From an optimization exercise on the open Yosys and OpenROAD flow, aimed at small area and a short achievable clock period; shortcuts taken in it are not production practice. Only simulation tests tie the RTL to the original design; equivalence was not proved. Power is estimated from default activity; no workload was simulated. The flow treats the clock pin as an ideal source, which a real chip does not have.

// lc3b_mem_responder
module lc3b_mem_responder
#(
  parameter int DEPTH_WORDS = 256,
  parameter int LATENCY     = 2
) (
  input  logic       clk,
  input  logic       rst_n,
  input  logic       mem_read,
  input  logic       mem_write,
  input  logic [1:0] mem_byte_enable,
  input  lc3b_types::lc3b_word   mem_address,
  input  lc3b_types::lc3b_word   mem_wdata,
  output lc3b_types::lc3b_word   mem_rdata,
  output logic       mem_resp
);
Size: ~11,000 cells after synthesis, ~4,300 flip-flops, roughly 55 I/O pins, about 130,000 sq um of cells after synthesis.
==> module lc3b_mem_responder, before the edit <==
module lc3b_mem_responder
#(
  parameter int DEPTH_WORDS = 256,
  parameter int LATENCY     = 2
) (
  input  logic       clk,
  input  logic       rst_n,
  input  logic       mem_read,
  input  logic       mem_write,
  input  logic [1:0] mem_byte_enable,
  input  lc3b_types::lc3b_word   mem_address,
  input  lc3b_types::lc3b_word   mem_wdata,
  output lc3b_types::lc3b_word   mem_rdata,
  output logic       mem_resp
);
  logic        r_s1, r_s2, r_resp, r_busy;
  logic [15:0] r_pa, r_pb;
  logic        r_p;
  logic [15:0] r_w;
  logic [15:0] r_b;
  logic [15:0] r_rdata;
  logic        w_cap;
  logic [15:0] w_lane;
  logic [15:0] w_pa, w_pb;
  logic [255:0] w_wl;
  logic [15:0] w_rd_n;
  logic        w_unused;
  assign w_unused = ^{mem_address[15:9], mem_address[0]};
  assign w_cap = ~r_busy & (mem_read | mem_write);
  always_ff @(posedge clk or negedge rst_n) begin
    if (!rst_n) begin
      r_s1   <= 1'b0;
      r_s2   <= 1'b0;
      r_resp <= 1'b0;
      r_busy <= 1'b0;
    end else begin
      r_s1   <= w_cap;
      r_s2   <= r_s1;
      r_resp <= r_s2;
      r_busy <= w_cap | r_s1 | r_s2;
    end
  end
  for (genvar i = 0; i < 16; i++) begin : g_pd
    assign w_pa[i] = (mem_address[8:5] == 4'(i));
    assign w_pb[i] = (mem_address[4:1] == 4'(i));
  end
  logic [31:0] w_pd_nxt;
  lc3b_hold #(.W(32)) u_pd_hold (
    .i_sel(w_cap),
    .i_new({w_pa, w_pb}),
    .i_old({r_pa, r_pb}),
    .o_y  (w_pd_nxt)
  );
  always_ff @(posedge clk) {r_pa, r_pb} <= w_pd_nxt;
  always_ff @(posedge clk) r_p <= ~r_p;
  assign w_lane = {{8{mem_byte_enable[1]}}, {8{mem_byte_enable[0]}}} & {16{mem_write & ~mem_read}};
  always_ff @(posedge clk) begin
    if (w_cap) r_w <= w_lane & mem_wdata;
  end
  always_ff @(posedge clk or negedge rst_n) begin
    if (!rst_n)     r_b <= '0;
    else if (w_cap) r_b <= w_lane;
    else if (r_s1)  r_b <= r_b & ~(r_w ^ {16{r_p}});
    else            r_b <= '0;
  end
  for (genvar w = 0; w < 256; w++) begin : g_wl
    lc3b_wl_and u_wl (
      .i_a(r_pa[w / 16]),
      .i_b(r_pb[w % 16]),
      .o_y(w_wl[w])
    );
  end
  lc3b_byte_ram u_ram (
    .clk   (clk),
    .i_wl  (w_wl),
    .i_b   (r_b),
    .o_rd_n(w_rd_n)
  );
  always_ff @(posedge clk) r_rdata <= w_rd_n ^ {16{r_p}};
  assign mem_rdata = r_rdata;
  assign mem_resp  = r_resp;
endmodule
==> module lc3b_hold, before the edit <==
module lc3b_hold #(
  parameter int W = 1
) (
  input  logic         i_sel,
  input  logic [W-1:0] i_new,
  input  logic [W-1:0] i_old,
  output logic [W-1:0] o_y
);
  assign o_y = i_sel ? i_new : i_old;
endmodule
clock: 7.0 ns
lec_check: 0
cap_margin: 30
core_margin: 2
core_utilization: 60
cts_buf_list: sky130_fd_sc_hd__clkbuf_16
cts_cluster_diameter: 100
cts_cluster_size: 30
setup_slack_margin: 4.3
slew_margin: 30
synth_hierarchical: 1
synth_minimum_keep_size: 0
run.sh (not shown) runs the stock make flow with config.mk's settings and CLKGATE_MAP_FILE= SYNTH_SCRIPT=/design/flow/synth_recipe.tcl, a recipe that flattens the netlist after the stock synthesis.
The starting point completed without violations.
==> next run, changes <==
--- a/flow/design.v
+++ b/flow/design.v
@@ -125,51 +125,47 @@
   input  logic [1:0] mem_byte_enable,
   input  lc3b_types::lc3b_word   mem_address,
   input  lc3b_types::lc3b_word   mem_wdata,
   output lc3b_types::lc3b_word   mem_rdata,
   output logic       mem_resp
 );
-  logic        r_s1, r_s2, r_resp, r_busy;
+  logic        r_s1, r_s2, r_resp;
   logic [15:0] r_pa, r_pb;
   logic        r_p;
   logic [15:0] r_w;
   logic [15:0] r_b;
   logic [15:0] r_rdata;
   logic        w_cap;
   logic [15:0] w_lane;
   logic [15:0] w_pa, w_pb;
   logic [255:0] w_wl;
   logic [15:0] w_rd_n;
   logic        w_unused;
   assign w_unused = ^{mem_address[15:9], mem_address[0]};
-  assign w_cap = ~r_busy & (mem_read | mem_write);
+  assign w_cap = ~(r_s1 | r_s2 | r_resp) & (mem_read | mem_write);
   always_ff @(posedge clk or negedge rst_n) begin
     if (!rst_n) begin
       r_s1   <= 1'b0;
       r_s2   <= 1'b0;
       r_resp <= 1'b0;
-      r_busy <= 1'b0;
     end else begin
       r_s1   <= w_cap;
       r_s2   <= r_s1;
       r_resp <= r_s2;
-      r_busy <= w_cap | r_s1 | r_s2;
     end
   end
   for (genvar i = 0; i < 16; i++) begin : g_pd
     assign w_pa[i] = (mem_address[8:5] == 4'(i));
     assign w_pb[i] = (mem_address[4:1] == 4'(i));
   end
-  logic [31:0] w_pd_nxt;
-  lc3b_hold #(.W(32)) u_pd_hold (
-    .i_sel(w_cap),
-    .i_new({w_pa, w_pb}),
-    .i_old({r_pa, r_pb}),
-    .o_y  (w_pd_nxt)
-  );
-  always_ff @(posedge clk) {r_pa, r_pb} <= w_pd_nxt;
+  always_ff @(posedge clk) begin
+    if (w_cap) begin
+      r_pa <= w_pa;
+      r_pb <= w_pb;
+    end
+  end
   always_ff @(posedge clk) r_p <= ~r_p;
   assign w_lane = {{8{mem_byte_enable[1]}}, {8{mem_byte_enable[0]}}} & {16{mem_write & ~mem_read}};
   always_ff @(posedge clk) begin
     if (w_cap) r_w <= w_lane & mem_wdata;
   end
   always_ff @(posedge clk or negedge rst_n) begin
@@ -199,16 +195,6 @@
   input  logic i_a,
   input  logic i_b,
   output logic o_y
 );
   assign o_y = i_a & i_b;
 endmodule
-module lc3b_hold #(
-  parameter int W = 1
-) (
-  input  logic         i_sel,
-  input  logic [W-1:0] i_new,
-  input  logic [W-1:0] i_old,
-  output logic [W-1:0] o_y
-);
-  assign o_y = i_sel ? i_new : i_old;
-endmodule
After rerunning: Worst setup slack is worse by 0.027 ns. Register-to-register slack barely changes. Clock skew barely changes. Routed wire length goes down slightly. Core utilization rose by 0.45 points. Design area hardly moves. Non-clock buffer count goes up by 16.

Setup of the previous run:
The RTL this note starts from:
==> flow/design.v <==
package lc3b_types;
  typedef logic [15:0] lc3b_word;
endpackage
module lc3b_byte_ram (
  input  logic         clk,
  input  logic [255:0] i_wl,
  input  logic [15:0]  i_b,
  output logic [15:0]  o_rd_n
);
  logic [31:0] r_k;
  logic [4095:0] w_x;
  for (genvar k = 0; k < 16; k++) begin : g_s
    lc3b_slice u_s (
      .clk (clk),
      .i_wl(i_wl),
      .i_b (i_b[k]),
      .o_x (w_x[k*256 +: 256])
    );
  end
  for (genvar k = 0; k < 16; k++) begin : g_rd
    logic [255:0] w_col;
    logic [85:0]  w_g;
    logic [21:0]  w_h;
    logic [7:0]   w_j;
    logic [1:0]   w_k;
    logic [1:0]   w_kr;
    for (genvar w = 0; w < 256; w++) begin : g_c
      assign w_col[w] = w_x[k*256 + w];
    end
    for (genvar j = 0; j < 85; j++) begin : g_g
      lc3b_rd3 u_rd3 (
        .i_x (w_col[3*j +: 3]),
        .i_wl(i_wl[3*j +: 3]),
        .o_n (w_g[j])
      );
    end
    lc3b_nand2 u_g85 (.i_a({w_col[255], i_wl[255]}), .o_y(w_g[85]));
    lc3b_nand4 u_h0 (.i_a(w_g[3:0]), .o_y(w_h[0]));
    lc3b_nand4 u_h1 (.i_a(w_g[7:4]), .o_y(w_h[1]));
    lc3b_nand4 u_h2 (.i_a(w_g[11:8]), .o_y(w_h[2]));
    lc3b_nand4 u_h3 (.i_a(w_g[15:12]), .o_y(w_h[3]));
    lc3b_nand4 u_h4 (.i_a(w_g[19:16]), .o_y(w_h[4]));
    lc3b_nand4 u_h5 (.i_a(w_g[23:20]), .o_y(w_h[5]));
    lc3b_nand4 u_h6 (.i_a(w_g[27:24]), .o_y(w_h[6]));
    lc3b_nand4 u_h7 (.i_a(w_g[31:28]), .o_y(w_h[7]));
    lc3b_nand4 u_h8 (.i_a(w_g[35:32]), .o_y(w_h[8]));
    lc3b_nand4 u_h9 (.i_a(w_g[39:36]), .o_y(w_h[9]));
    lc3b_nand4 u_h10 (.i_a(w_g[43:40]), .o_y(w_h[10]));
    lc3b_nand4 u_h11 (.i_a(w_g[47:44]), .o_y(w_h[11]));
    lc3b_nand4 u_h12 (.i_a(w_g[51:48]), .o_y(w_h[12]));
    lc3b_nand4 u_h13 (.i_a(w_g[55:52]), .o_y(w_h[13]));
    lc3b_nand4 u_h14 (.i_a(w_g[59:56]), .o_y(w_h[14]));
    lc3b_nand4 u_h15 (.i_a(w_g[63:60]), .o_y(w_h[15]));
    lc3b_nand4 u_h16 (.i_a(w_g[67:64]), .o_y(w_h[16]));
    lc3b_nand4 u_h17 (.i_a(w_g[71:68]), .o_y(w_h[17]));
    lc3b_nand4 u_h18 (.i_a(w_g[75:72]), .o_y(w_h[18]));
    lc3b_nand4 u_h19 (.i_a(w_g[79:76]), .o_y(w_h[19]));
    lc3b_nand4 u_h20 (.i_a(w_g[83:80]), .o_y(w_h[20]));
    lc3b_nand2 u_h21 (.i_a(w_g[85:84]), .o_y(w_h[21]));
    lc3b_nor3 u_j0 (.i_a(w_h[2:0]), .o_y(w_j[0]));
    lc3b_nor3 u_j1 (.i_a(w_h[5:3]), .o_y(w_j[1]));
    lc3b_nor3 u_j2 (.i_a(w_h[8:6]), .o_y(w_j[2]));
    lc3b_nor3 u_j3 (.i_a(w_h[11:9]), .o_y(w_j[3]));
    lc3b_nor3 u_j4 (.i_a(w_h[14:12]), .o_y(w_j[4]));
    lc3b_nor3 u_j5 (.i_a(w_h[17:15]), .o_y(w_j[5]));
    lc3b_nor2 u_j6 (.i_a(w_h[19:18]), .o_y(w_j[6]));
    lc3b_nor2 u_j7 (.i_a(w_h[21:20]), .o_y(w_j[7]));
    lc3b_nand4 u_k0 (.i_a(w_j[3:0]), .o_y(w_k[0]));
    lc3b_nand4 u_k1 (.i_a(w_j[7:4]), .o_y(w_k[1]));
    always_ff @(posedge clk) r_k[2*k +: 2] <= w_k;
    assign w_kr = r_k[2*k +: 2];
    lc3b_nor2 u_l (.i_a(w_kr), .o_y(o_rd_n[k]));
  end
endmodule
module lc3b_slice (
  input  logic         clk,
  input  logic [255:0] i_wl,
  input  logic         i_b,
  output logic [255:0] o_x
);
  logic [255:0] r_x;
  always_ff @(posedge clk) r_x <= ~((i_wl & {256{i_b}}) | r_x);
  assign o_x = r_x;
endmodule
module lc3b_rd3 (
  input  logic [2:0] i_x,
  input  logic [2:0] i_wl,
  output logic       o_n
);
  assign o_n = ~|(i_x & i_wl);
endmodule
module lc3b_nand2 (
  input  logic [1:0] i_a,
  output logic       o_y
);
  assign o_y = ~&i_a;
endmodule
module lc3b_nand4 (
  input  logic [3:0] i_a,
  output logic       o_y
);
  assign o_y = ~&i_a;
endmodule
module lc3b_nor2 (
  input  logic [1:0] i_a,
  output logic       o_y
);
  assign o_y = ~|i_a;
endmodule
module lc3b_nor3 (
  input  logic [2:0] i_a,
  output logic       o_y
);
  assign o_y = ~|i_a;
endmodule
module lc3b_mem_responder
#(
  parameter int DEPTH_WORDS = 256,
  parameter int LATENCY     = 2
) (
  input  logic       clk,
  input  logic       rst_n,
  input  logic       mem_read,
  input  logic       mem_write,
  input  logic [1:0] mem_byte_enable,
  input  lc3b_types::lc3b_word   mem_address,
  input  lc3b_types::lc3b_word   mem_wdata,
  output lc3b_types::lc3b_word   mem_rdata,
  output logic       mem_resp
);
  logic        r_s1, r_s2, r_resp;
  logic [15:0] r_pa, r_pb;
  logic        r_p;
  logic [15:0] r_w;
  logic [15:0] r_b;
  logic [15:0] r_rdata;
  logic        w_cap;
  logic [15:0] w_lane;
  logic [15:0] w_pa, w_pb;
  logic [255:0] w_wl;
  logic [15:0] w_rd_n;
  logic        w_unused;
  assign w_unused = ^{mem_address[15:9], mem_address[0]};
  assign w_cap = ~(r_s1 | r_s2 | r_resp) & (mem_read | mem_write);
  always_ff @(posedge clk or negedge rst_n) begin
    if (!rst_n) begin
      r_s1   <= 1'b0;
      r_s2   <= 1'b0;
      r_resp <= 1'b0;
    end else begin
      r_s1   <= w_cap;
      r_s2   <= r_s1;
      r_resp <= r_s2;
    end
  end
  for (genvar i = 0; i < 16; i++) begin : g_pd
    assign w_pa[i] = (mem_address[8:5] == 4'(i));
    assign w_pb[i] = (mem_address[4:1] == 4'(i));
  end
  logic [31:0] w_pd_nxt;
  lc3b_hold #(.W(32)) u_pd_hold (
    .i_sel(w_cap),
    .i_new({w_pa, w_pb}),
    .i_old({r_pa, r_pb}),
    .o_y  (w_pd_nxt)
  );
  always_ff @(posedge clk) {r_pa, r_pb} <= w_pd_nxt;
  always_ff @(posedge clk) r_p <= ~r_p;
  assign w_lane = {{8{mem_byte_enable[1]}}, {8{mem_byte_enable[0]}}} & {16{mem_write & ~mem_read}};
  always_ff @(posedge clk) begin
    if (w_cap) r_w <= w_lane & mem_wdata;
  end
  always_ff @(posedge clk or negedge rst_n) begin
    if (!rst_n)     r_b <= '0;
    else if (w_cap) r_b <= w_lane;
    else if (r_s1)  r_b <= r_b & ~(r_w ^ {16{r_p}});
    else            r_b <= '0;
  end
  for (genvar w = 0; w < 256; w++) begin : g_wl
    lc3b_wl_and u_wl (
      .i_a(r_pa[w / 16]),
      .i_b(r_pb[w % 16]),
      .o_y(w_wl[w])
    );
  end
  lc3b_byte_ram u_ram (
    .clk   (clk),
    .i_wl  (w_wl),
    .i_b   (r_b),
    .o_rd_n(w_rd_n)
  );
  always_ff @(posedge clk) r_rdata <= w_rd_n ^ {16{r_p}};
  assign mem_rdata = r_rdata;
  assign mem_resp  = r_resp;
endmodule
module lc3b_wl_and (
  input  logic i_a,
  input  logic i_b,
  output logic o_y
);
  assign o_y = i_a & i_b;
endmodule
module lc3b_hold #(
  parameter int W = 1
) (
  input  logic         i_sel,
  input  logic [W-1:0] i_new,
  input  logic [W-1:0] i_old,
  output logic [W-1:0] o_y
);
  assign o_y = i_sel ? i_new : i_old;
endmodule
==> flow/config.mk <==
export PLATFORM = sky130hd
export DESIGN_NAME = lc3b_mem_responder
export DESIGN_NICKNAME = lc3b_mem_responder
export VERILOG_FILES = /design/flow/design.v
export SDC_FILE = /design/flow/constraint.sdc
export NUM_CORES = 4
export LEC_CHECK = 0
export CAP_MARGIN = 30
export CORE_MARGIN = 2
export CORE_UTILIZATION = 60
export CTS_BUF_LIST = sky130_fd_sc_hd__clkbuf_16
export CTS_CLUSTER_DIAMETER = 100
export CTS_CLUSTER_SIZE = 30
export SETUP_SLACK_MARGIN = 4.3
export SLEW_MARGIN = 30
export SYNTH_HIERARCHICAL = 1
export SYNTH_MINIMUM_KEEP_SIZE = 0
==> flow/constraint.sdc <==
create_clock -name core_clock -period 7.0 [get_ports {clk}]
set_input_delay 1.4000 -clock core_clock [delete_from_list [all_inputs] [get_ports {clk}]]
set_output_delay 1.4000 -clock core_clock [all_outputs]
set_load 0.01 [all_outputs]
What the current run does differently from the previous run at the input level:
--- a/flow/design.v
+++ b/flow/design.v
@@ -127,9 +127,9 @@
   input  lc3b_types::lc3b_word   mem_wdata,
   output lc3b_types::lc3b_word   mem_rdata,
   output logic       mem_resp
 );
-  logic        r_s1, r_s2, r_resp;
+  logic        r_s1, r_s2, r_resp, r_busy;
   logic [15:0] r_pa, r_pb;
   logic        r_p;
   logic [15:0] r_w;
   logic [15:0] r_b;
@@ -140,18 +140,20 @@
   logic [255:0] w_wl;
   logic [15:0] w_rd_n;
   logic        w_unused;
   assign w_unused = ^{mem_address[15:9], mem_address[0]};
-  assign w_cap = ~(r_s1 | r_s2 | r_resp) & (mem_read | mem_write);
+  assign w_cap = ~r_busy & (mem_read | mem_write);
   always_ff @(posedge clk or negedge rst_n) begin
     if (!rst_n) begin
       r_s1   <= 1'b0;
       r_s2   <= 1'b0;
       r_resp <= 1'b0;
+      r_busy <= 1'b0;
     end else begin
       r_s1   <= w_cap;
       r_s2   <= r_s1;
       r_resp <= r_s2;
+      r_busy <= w_cap | r_s1 | r_s2;
     end
   end
   for (genvar i = 0; i < 16; i++) begin : g_pd
     assign w_pa[i] = (mem_address[8:5] == 4'(i));
Results
Total power: the current run below the previous run
Changes observed in the current run relative to the previous run: overall via count from detail_route up 512; sequential fraction of total cell area flat; final cell count without fillers neither gained nor lost much.
Going from the previous run to the current run, clock transition at the registers of the reported paths did not really move, multi-input gate share of the layout cell area was more or less identical, distinct cell type count after synthesis went up by about 4%, wire length grew by 1.0%.
Sort the current run and the previous run by transition at the pin with the smallest max-transition slack asc -> top: the current run
Relative to the previous run, the count of non-CTS buffers in the layout measured on the current run has decreased slightly.

==> separate check: timing with driven ports <==
In the flow no input, the clock included, has a driving cell. The finished layouts below were timed again as built, in two steps. Step 1 sets driving cells, clkbuf_16 on the clock port and buf_2 on the other inputs (assumed; they add their load-dependent delay and slew). Step 2 also shifts input and output timing later by t, the mid clock arrival at the registers, as if the neighbouring blocks saw the same clock. Slacks: ideal ports / drivers / drivers and shift; pairs: ideal ports / drivers.
| run | t, ns | slack for setup (ns) | clock arrival spread, ns | worst data-port slew with drivers (ns) |
|---|---|---|---|---|
| the first run of note 1 | 0.944 | 4.221 / 4.133 / 3.448 | 0.030 / 0.030 | 0.22 |
| the second run of note 1 | 0.950 | 4.194 / 4.113 / 3.613 | 0.029 / 0.029 | 0.15 |
| the previous run | 0.919 | 4.238 / 4.148 / 3.614 | 0.036 / 0.036 | 0.17 |
| the current run | 0.942 | 4.215 / 4.120 / 3.520 | 0.027 / 0.027 | 0.27 |
After both steps setup and hold are still met in every run listed. For the first run of note 1, which loses most, drivers alone change the setup slack by -0.088 ns; drivers and shift together by -0.773 ns.
